Context: an optimization exercise on an open-source flow, tuned for small area, a short achievable clock period and few clock cycles per item. The choices shown serve that exercise and are no tape-out recipe.
For this run, only the layout was checked, not whether the RTL still works.
Power and IR drop assume default switching activity.

==> flow/design.v <==
package mscc_pkg;
  localparam int MAX_WIDTH  = 256;
  localparam int MAX_HEIGHT = 1024;
  localparam int MAX_LEVELS = 8;
  localparam int COL_W  = $clog2(MAX_WIDTH);
  localparam int ROW_W  = $clog2(MAX_HEIGHT);
  localparam int LVL_W  = 3;
  localparam int LCNT_W = 4;
  localparam int RW_W   = 11;
  localparam int THR_W  = 64;
  localparam int GRAY_W = 8;
  localparam int SUM_W  = 10;
  localparam int PROD_W = 20;
  localparam logic [SUM_W-1:0] GRAY_RECIP = SUM_W'(683);
  localparam int               GRAY_SHIFT = 11;
  localparam logic [LCNT_W-1:0] LEVEL_COUNT_RST = LCNT_W'(1);
  localparam logic [RW_W-1:0]   ROW_WIDTH_RST   = RW_W'(MAX_WIDTH);
  localparam logic [3:0] CODE_ALL_ABOVE = 4'hF;
  localparam logic [3:0] CODE_UNIFORM   = 4'h0;
  typedef enum logic [1:0] {
    CFG_LEVEL_COUNT = 2'd0,
    CFG_THRESHOLDS  = 2'd1,
    CFG_ROW_WIDTH   = 2'd2
  } cfg_idx_t;
endpackage
import mscc_pkg::*;
module marching_squares_cell_classifier_unit (
  input  logic                clk,
  input  logic                rst_n,
  input  logic                cfg_we,
  input  logic [1:0]          cfg_index,
  input  logic [THR_W-1:0]    cfg_data,
  input  logic                in_valid,
  output logic                in_ready,
  input  logic [7:0]          in_red,
  input  logic [7:0]          in_green,
  input  logic [7:0]          in_blue,
  input  logic                in_frame_start,
  output logic                out_valid,
  input  logic                out_ready,
  output logic [9:0]          out_cell_x,
  output logic [9:0]          out_cell_y,
  output logic [2:0]          out_level,
  output logic [3:0]          out_case_code,
  output logic                out_last
);
  logic [LCNT_W-1:0] level_count_r;
  logic [THR_W-1:0]  thresholds_r;
  logic [RW_W-1:0]   row_width_r;
  always_ff @(posedge clk) begin
    if (!rst_n) begin
      level_count_r <= LEVEL_COUNT_RST;
      thresholds_r  <= '0;
      row_width_r   <= ROW_WIDTH_RST;
    end else if (cfg_we) begin
      case (cfg_index)
        CFG_LEVEL_COUNT: level_count_r <= cfg_data[LCNT_W-1:0];
        CFG_THRESHOLDS:  thresholds_r  <= cfg_data;
        CFG_ROW_WIDTH:   row_width_r   <= cfg_data[RW_W-1:0];
        default: ;
      endcase
    end
  end
  logic [RW_W-1:0]   width_eff;
  logic [LCNT_W-1:0] levels_eff;
  logic [COL_W-1:0]  wm1_r;      
  logic [COL_W-1:0]  lbsel_r;    
  logic [LVL_W-1:0]  lvl_last_r;
  logic              lvl_one_r;
  always_comb begin
    width_eff = row_width_r;
    if (row_width_r < RW_W'(2)) begin
      width_eff = RW_W'(2);
    end else if (row_width_r > RW_W'(MAX_WIDTH)) begin
      width_eff = RW_W'(MAX_WIDTH);
    end
  end
  always_comb begin
    levels_eff = level_count_r;
    if (level_count_r == '0) begin
      levels_eff = LCNT_W'(1);
    end else if (level_count_r > LCNT_W'(MAX_LEVELS)) begin
      levels_eff = LCNT_W'(MAX_LEVELS);
    end
  end
  always_ff @(posedge clk) begin
    wm1_r      <= COL_W'(width_eff - RW_W'(1));
    lbsel_r    <= COL_W'(width_eff - RW_W'(2));
    lvl_last_r <= LVL_W'(levels_eff - LCNT_W'(1));
    lvl_one_r  <= (levels_eff == LCNT_W'(1));
  end
  logic d_cell_r;      
  logic last_r;        
  logic skid_valid_r;
  logic adv;
  logic fire;
  assign fire     = d_cell_r && !skid_valid_r;
  assign adv      = !d_cell_r || (!skid_valid_r && last_r);
  assign in_ready = !d_cell_r || (!skid_valid_r && last_r);
  logic       a_valid_r;
  logic       a_fs_r;
  logic [7:0] a_red_r, a_green_r, a_blue_r;
  always_ff @(posedge clk) begin
    if (!rst_n) begin
      a_valid_r <= 1'b0;
    end else if (adv) begin
      a_valid_r <= in_valid;
    end
  end
  always_ff @(posedge clk) begin
    if (adv) begin
      a_fs_r    <= in_frame_start;
      a_red_r   <= in_red;
      a_green_r <= in_green;
      a_blue_r  <= in_blue;
    end
  end
  logic             b_valid_r;
  logic             b_fs_r;
  logic [SUM_W-1:0] b_sum_r;
  always_ff @(posedge clk) begin
    if (!rst_n) begin
      b_valid_r <= 1'b0;
    end else if (adv) begin
      b_valid_r <= a_valid_r;
    end
  end
  always_ff @(posedge clk) begin
    if (adv) begin
      b_fs_r  <= a_fs_r;
      b_sum_r <= SUM_W'(a_red_r) + SUM_W'(a_green_r) + SUM_W'(a_blue_r);
    end
  end
  logic              c_valid_r;
  logic              c_fs_r;
  logic [GRAY_W-1:0] c_gray_r;
  logic [PROD_W-1:0] b_prod;
  assign b_prod = PROD_W'(b_sum_r) * PROD_W'(GRAY_RECIP);
  always_ff @(posedge clk) begin
    if (!rst_n) begin
      c_valid_r <= 1'b0;
    end else if (adv) begin
      c_valid_r <= b_valid_r;
    end
  end
  always_ff @(posedge clk) begin
    if (adv) begin
      c_fs_r   <= b_fs_r;
      c_gray_r <= b_prod[GRAY_SHIFT +: GRAY_W];
    end
  end
  logic [COL_W-1:0] col_r;
  logic [ROW_W-1:0] row_r;
  logic [COL_W-1:0] x_cur;
  logic [ROW_W-1:0] y_cur;
  logic             x_end;
  logic             push;
  assign push = adv && c_valid_r;
  always_comb begin
    x_cur = c_fs_r ? '0 : col_r;
    y_cur = c_fs_r ? '0 : row_r;
    if (x_cur > wm1_r) begin
      x_cur = '0;
    end
    x_end = (x_cur == wm1_r);
  end
  always_ff @(posedge clk) begin
    if (!rst_n) begin
      col_r <= '0;
      row_r <= '0;
    end else if (push) begin
      col_r <= x_end ? '0 : x_cur + COL_W'(1);
      row_r <= x_end ? y_cur + ROW_W'(1) : y_cur;
    end
  end
  logic [GRAY_W-1:0] lb_f1_r, lb_f2_r;
  logic [GRAY_W-1:0] seg0 [1];
  logic [GRAY_W-1:0] seg1 [2];
  logic [GRAY_W-1:0] seg2 [4];
  logic [GRAY_W-1:0] seg3 [8];
  logic [GRAY_W-1:0] seg4 [16];
  logic [GRAY_W-1:0] seg5 [32];
  logic [GRAY_W-1:0] seg6 [64];
  logic [GRAY_W-1:0] seg7 [128];
  logic [GRAY_W-1:0] m0, m1, m2, m3, m4, m5, m6, m7;
  assign m0 = lbsel_r[0] ? seg0[0]   : lb_f1_r;
  assign m1 = lbsel_r[1] ? seg1[1]   : m0;
  assign m2 = lbsel_r[2] ? seg2[3]   : m1;
  assign m3 = lbsel_r[3] ? seg3[7]   : m2;
  assign m4 = lbsel_r[4] ? seg4[15]  : lb_f2_r;
  assign m5 = lbsel_r[5] ? seg5[31]  : m4;
  assign m6 = lbsel_r[6] ? seg6[63]  : m5;
  assign m7 = lbsel_r[7] ? seg7[127] : m6;
  always_ff @(posedge clk) begin
    if (push) begin
      lb_f1_r <= c_gray_r;
      seg0[0] <= lb_f1_r;
      for (int i = 1; i < 2; i++)   seg1[i] <= seg1[i-1];
      seg1[0] <= m0;
      for (int i = 1; i < 4; i++)   seg2[i] <= seg2[i-1];
      seg2[0] <= m1;
      for (int i = 1; i < 8; i++)   seg3[i] <= seg3[i-1];
      seg3[0] <= m2;
      lb_f2_r <= m3;
      for (int i = 1; i < 16; i++)  seg4[i] <= seg4[i-1];
      seg4[0] <= lb_f2_r;
      for (int i = 1; i < 32; i++)  seg5[i] <= seg5[i-1];
      seg5[0] <= m4;
      for (int i = 1; i < 64; i++)  seg6[i] <= seg6[i-1];
      seg6[0] <= m5;
      for (int i = 1; i < 128; i++) seg7[i] <= seg7[i-1];
      seg7[0] <= m6;
    end
  end
  logic [GRAY_W-1:0] d_ul_r, d_ll_r, d_ur_r, d_lr_r;
  logic [COL_W-1:0]  d_cx_r;
  logic [ROW_W-1:0]  d_cy_r;
  logic [LVL_W-1:0]  d_lvl_r;
  logic [GRAY_W-1:0] d_thr_r;
  logic [LVL_W-1:0]  lvl_nxt;
  always_ff @(posedge clk) begin
    if (push) begin
      d_ul_r <= d_ur_r;
      d_ll_r <= d_lr_r;
      d_ur_r <= m7;
      d_lr_r <= c_gray_r;
      d_cx_r <= x_cur - COL_W'(1);
      d_cy_r <= y_cur - ROW_W'(1);
    end
  end
  always_comb begin
    lvl_nxt = d_lvl_r;
    if (adv) begin
      lvl_nxt = '0;
    end else if (fire) begin
      lvl_nxt = d_lvl_r + LVL_W'(1);
    end
  end
  always_ff @(posedge clk) begin
    if (!rst_n) begin
      d_cell_r <= 1'b0;
    end else if (adv) begin
      d_cell_r <= c_valid_r && (x_cur != '0) && (y_cur != '0);
    end
  end
  always_ff @(posedge clk) begin
    d_lvl_r <= lvl_nxt;
    d_thr_r <= thresholds_r[lvl_nxt*GRAY_W +: GRAY_W];
    if (adv) begin
      last_r <= lvl_one_r;
    end else if (fire) begin
      last_r <= (d_lvl_r + LVL_W'(1)) == lvl_last_r;
    end
  end
  logic [3:0] code_raw;
  logic [3:0] code;
  assign code_raw = {d_ul_r > d_thr_r, d_ll_r > d_thr_r, d_ur_r > d_thr_r, d_lr_r > d_thr_r};
  assign code     = (code_raw == CODE_ALL_ABOVE) ? CODE_UNIFORM : code_raw;
  logic              out_valid_r;
  logic [COL_W-1:0]  out_cx_r;
  logic [ROW_W-1:0]  out_cy_r;
  logic [2:0]        out_level_r;
  logic [3:0]        out_code_r;
  logic              out_last_r;
  logic [COL_W-1:0]  sk_cx_r;
  logic [ROW_W-1:0]  sk_cy_r;
  logic [2:0]        sk_level_r;
  logic [3:0]        sk_code_r;
  logic              sk_last_r;
  logic              out_free;
  assign out_free = !out_valid_r || out_ready;
  always_ff @(posedge clk) begin
    if (!rst_n) begin
      out_valid_r  <= 1'b0;
      skid_valid_r <= 1'b0;
    end else if (out_free) begin
      out_valid_r  <= skid_valid_r || fire;
      skid_valid_r <= 1'b0;
    end else if (fire) begin
      skid_valid_r <= 1'b1;
    end
  end
  always_ff @(posedge clk) begin
    if (out_free) begin
      if (skid_valid_r) begin
        out_cx_r    <= sk_cx_r;
        out_cy_r    <= sk_cy_r;
        out_level_r <= sk_level_r;
        out_code_r  <= sk_code_r;
        out_last_r  <= sk_last_r;
      end else begin
        out_cx_r    <= d_cx_r;
        out_cy_r    <= d_cy_r;
        out_level_r <= d_lvl_r;
        out_code_r  <= code;
        out_last_r  <= last_r;
      end
    end
  end
  always_ff @(posedge clk) begin
    if (!out_free && !skid_valid_r) begin
      sk_cx_r    <= d_cx_r;
      sk_cy_r    <= d_cy_r;
      sk_level_r <= d_lvl_r;
      sk_code_r  <= code;
      sk_last_r  <= last_r;
    end
  end
  assign out_valid     = out_valid_r;
  assign out_cell_x    = 10'(out_cx_r);
  assign out_cell_y    = out_cy_r;
  assign out_level     = out_level_r;
  assign out_case_code = out_code_r;
  assign out_last      = out_last_r;
endmodule
==> flow/run.sh <==
#!/bin/bash
# synth_recipe.tcl (not shown) runs the flow's synth.tcl, then flattens the netlist and writes it again
# the make line also repeats each setting of config.mk as NAME=value (left out here)
make -C /OpenROAD-flow-scripts/flow DESIGN_CONFIG=/design/flow/config.mk WORK_HOME=/design/flow/orfs CLKGATE_MAP_FILE= SYNTH_SCRIPT=/design/flow/synth_recipe.tcl finish
==> flow/config.mk <==
export PLATFORM = sky130hd
export DESIGN_NAME = marching_squares_cell_classifier_unit
export DESIGN_NICKNAME = marching_squares_cell_classifier_unit
export VERILOG_FILES = /design/flow/design.v
export SDC_FILE = /design/flow/constraint.sdc
export NUM_CORES = 4
export LEC_CHECK = 0
export ABC_CLOCK_PERIOD_IN_PS = 2500
export CAP_MARGIN = 20
export CORE_MARGIN = 2
export CORE_UTILIZATION = 50
export SETUP_SLACK_MARGIN = 5
export SLEW_MARGIN = 20
export SYNTH_MEMORY_MAX_BITS = 16384
==> flow/constraint.sdc <==
create_clock -name core_clock -period 8.0 [get_ports {clk}]
set_input_delay 1.6000 -clock core_clock [delete_from_list [all_inputs] [get_ports {clk}]]
set_output_delay 1.6000 -clock core_clock [all_outputs]
set_load 0.01 [all_outputs]
==> results.json <==
{
  "slew_viol_final": 0,
  "grt_pass1_vias": 29200,
  "place.gp.congestion": 0.787,
  "synth-seq-area-share": 0.898,
  "drt_iter0_drc": 2780,
  "rsz0062_at_grt": "yes",
  "wl_per_cell_microns": 19.5,
  "tns_ns": 0,
  "port_buffers": 123,
  "synthTopCellsByCount": "edfxtp_1 (2,188), nand2_1 (185), dfxtp_1 (134)",
  "syn_inst": 3423,
  "die_y_microns": 394,
  "nets": 4055,
  "dp_hpwl_mm": 61.6,
  "synth-edff-count": 2188,
  "p_leak_nw": 29.3,
  "synth_area_leaders": "edfxtp_1 (86%), dfxtp_1 (3.5%), ha_1 (1.9%)",
  "dieArea_sq_um": 155000,
  "top_level_ports": 126,
  "n_antenna_cell": 0,
  "postCtsHoldBufs": 0,
  "synth.most_common_cell": "edfxtp_1",
  "period_share": 0.552,
  "rr_startpoint": "b_sum_r[5]$_DFFE_PN_",
  "overflow": 0,
  "status": "no timing/DRC/antenna violations",
  "cp_slowest_stage_delay_ns": 0.51,
  "root_buffer": "clkbuf_16",
  "hp-class": "reg2reg",
  "crit_start": "b_sum_r[5]$_DFFE_PN_",
  "die_x_microns": 394,
  "synth_top_area_share": 0.863,
  "ys.warnings.count": 9,
  "h-tree-depth": 4,
  "dr.pass1.iters": 6,
  "tightest_slew_ns": 1.01,
  "layout_min_cycle_time_ns": 4.42,
  "async_flop_share": 0,
  "worst_setup_path_end_kind": "flip-flop",
  "vdd_drop_max_uv": 462,
  "hold_viol": 0,
  "yosysUniqueCellTypes": 74,
  "clockBufferDepth": 3,
  "post-synth-top-area-cell": "edfxtp_1",
  "pwr_density_cell_nw_per_um2": 316,
  "start_util": 0.503,
  "worstPathRequired_ns": 8.55,
  "slew_headroom": 0.323,
  "vias_per_cell": 5.09,
  "clock_sinks": 2322,
  "clkTransAtPathRegs_ns": 0.06,
  "synth_seq_cells": 2322,
  "drt_drc_violations_left": 0,
  "grt_max_degree": 203,
  "grt_antenna_before_repair": 1,
  "ant_nets": 0,
  "placed_cell_area_sq_um": 80000,
  "holdWs_ns": 0.369,
  "cpMaxStageDelayCell": "fa_1",
  "rows": 143,
  "routed-via-count": 30700,
  "fmax_ghz": 0.226,
  "path_class": "reg2reg",
  "core_sq_um": 152000,
  "worstPathCellList": "buf_6 > ha_4 > ha_4 > inv_2 > fa_1 > inv_1 > fa_1 > inv_1 > fa_1 > inv_2 > ha_4 > a211oi_2 > nor2_2 > o41ai_4 > o21ai_2 > or2_4 > a21oi_4 > xnor2_1",
  "wirelength_mm": 117,
  "drv_cap": 0,
  "grt_pass1_wl_mm": 176,
  "grt_usage": 0.148,
  "syn2layout_area_growth_pct": 16.8,
  "critPathArrivalTime_ns": 4.97,
  "synth_area_sq_um": 76200,
  "cts_tree": "yes",
  "clk_latency_ns": 0.81,
  "cts_buffers": 215,
  "totalPowerFinal_mw": 28.1,
  "stdcell_area_sq_um": 89000,
  "drive_gt1_frac": 0.168,
  "syn_avg_cell_area_sq_um": 22.3,
  "setup_viol": 0,
  "synth_top_flop_cell": "edfxtp_1",
  "critical_path.startpoint_type": "flip-flop",
  "finalClockSkew_ns": 0.0541,
  "nFillCells": 10900,
  "min_from": "seg5[5][6]$_DFFE_PP_",
  "cp_max_fo": 3
}
## where the power goes
group | switching (mW) | total [mW] | internal (mW)
clock | 4.29 | 10.1 | 5.81
sequential | 0.129 | 13.7 | 13.6
combinational | 2.19 | 4.31 | 2.12
## layer usage
metal	share of wire	wire [microns]	global-route usage	up-vias
li1	-	-	-	14100
met1	0.50	58700	0.237	15700
met2	0.42	49400	0.197	676
met3	0.053	6190	0.0356	217
met4	0.027	3190	0.0496	0
met5	0	0	0	-
## cells in the final DEF, fill, tap and decap left out, drive strengths merged, types with 6 or more instances in the layout
cell type      instances
edfxtp              2188
clkbuf               280
nand2                192
dfxtp                134
buf                  128
a21oi                117
ha                   116
inv                  112
clkinv                97
clkdlybuf4s50         95
mux2                  84
nor2                  59
mux2i                 47
nand3                 41
o21ai                 40
fa                    30
xnor2                 27
bufinv                23
nor3                  19
nor2b                 16
nand4                 12
o21a                  11
xor2                  11
a21o                   9
clkinvlp               9
mux4                   8
nand2b                 8
o21bai                 7
or4                    7
and3                   6
## worst paths after layout
kind	cells after the start	slack, ns	end
worst min register to register	0	0.37	seg5[6][6]$_DFFE_PP_
worst max-delay path	18	3.58	c_gray_r[6]$_DFFE_PN_
worst max register to register	18	3.58	c_gray_r[6]$_DFFE_PN_
worst min-delay path	0	0.37	seg5[6][6]$_DFFE_PP_
## sequential cells by signal (all words and copies together) (netlist names), 10 cells and up
name          count
b_sum_r          10
seg4            128
sk_cy_r          10
seg2             32
seg5            256
seg1             16
row_r            10
seg6            512
out_cy_r         10
d_cy_r           10
row_width_r      11
seg7           1024
thresholds_r     64
seg3             64
## area by class of cell
class	count	area, sq um	area share
multi-input cells	935	8010	0.0901
repair inverters	1	16.3	0.000183
flip-flops and latches	2322	68400	0.769
clock inverters	131	1410	0.0158
inverters	109	464	0.00522
clock buffers	275	5710	0.0642
well taps	2030	2540	0.0285
repair buffers	229	2420	0.0272
## stage by stage
stage          setup slack (ns)  std cells   util
5_1_grt                    3.41       6032  0.587
3_5_place_dp               2.73       5536  0.528
6_report                   3.58       6032  0.587
3_3_place_gp               2.76       5536  0.528
4_1_cts                    3.56       5996  0.582
2_1_floorplan              2.45       3424      -
## critical path, delay by kind of cell, from the launching register on
family                   cells  cell delay [ns]
XOR/XNOR                     1             0.07
buffers and inverters        5             0.32
AO/OA/AOI/OAI                4             0.86
flip-flops                   1             0.40
AND/OR/NAND/NOR              2             0.36
adder cells (fa/ha/maj)      6             2.16
## what timing repair did
action / in CTS / in global routing
resized for setup: 242 / 97
gates cloned: 7 / 5
pin swaps: 53 / 64
setup buffers: 47 / 31
setup endpoints to repair: 1796 / 900
## cells by family (layout without fill, tap and decap cells)
kind of cell / Yosys count / count (layout) / synth area share
adder cells (fa/ha/maj): 146 / 146 / 0.0269
AO/OA/AOI/OAI: 223 / 223 / 0.0176
flip-flops: 2322 / 2322 / 0.898
other: 1 / 2 / 0.0000492
AND/OR/NAND/NOR: 384 / 387 / 0.0234
multiplexers: 139 / 139 / 0.0210
buffers and inverters: 170 / 745 / 0.00882
XOR/XNOR: 38 / 38 / 0.00437

-- afterwards: timing with drivers on the ports --
No port has a modelled driver above. Below, the same layout with a new extraction and two added sets of constraints.
Step 1, drivers: a clkbuf_16 drives clk and a buf_2 each remaining input, both assumed.
Step 2 times the ports against the registers' clock, not the clock port: input delays grow and output delays shrink by t, the midpoint of the rising clock arrivals with the driver on.
Three values: no drivers, after step 1, after step 2; two values: the first two.
shift t [ns]: 0.866
slack for setup (ns): 3.584 / 3.584 / 3.584
hold slack, ns: 0.369 / 0.369 / 0.369
cell pins on the clock port's net: 1
After both steps setup and hold are still met in this run. The setup slack of this run moves by 0.000 ns with the drivers and by 0.000 ns with both steps.
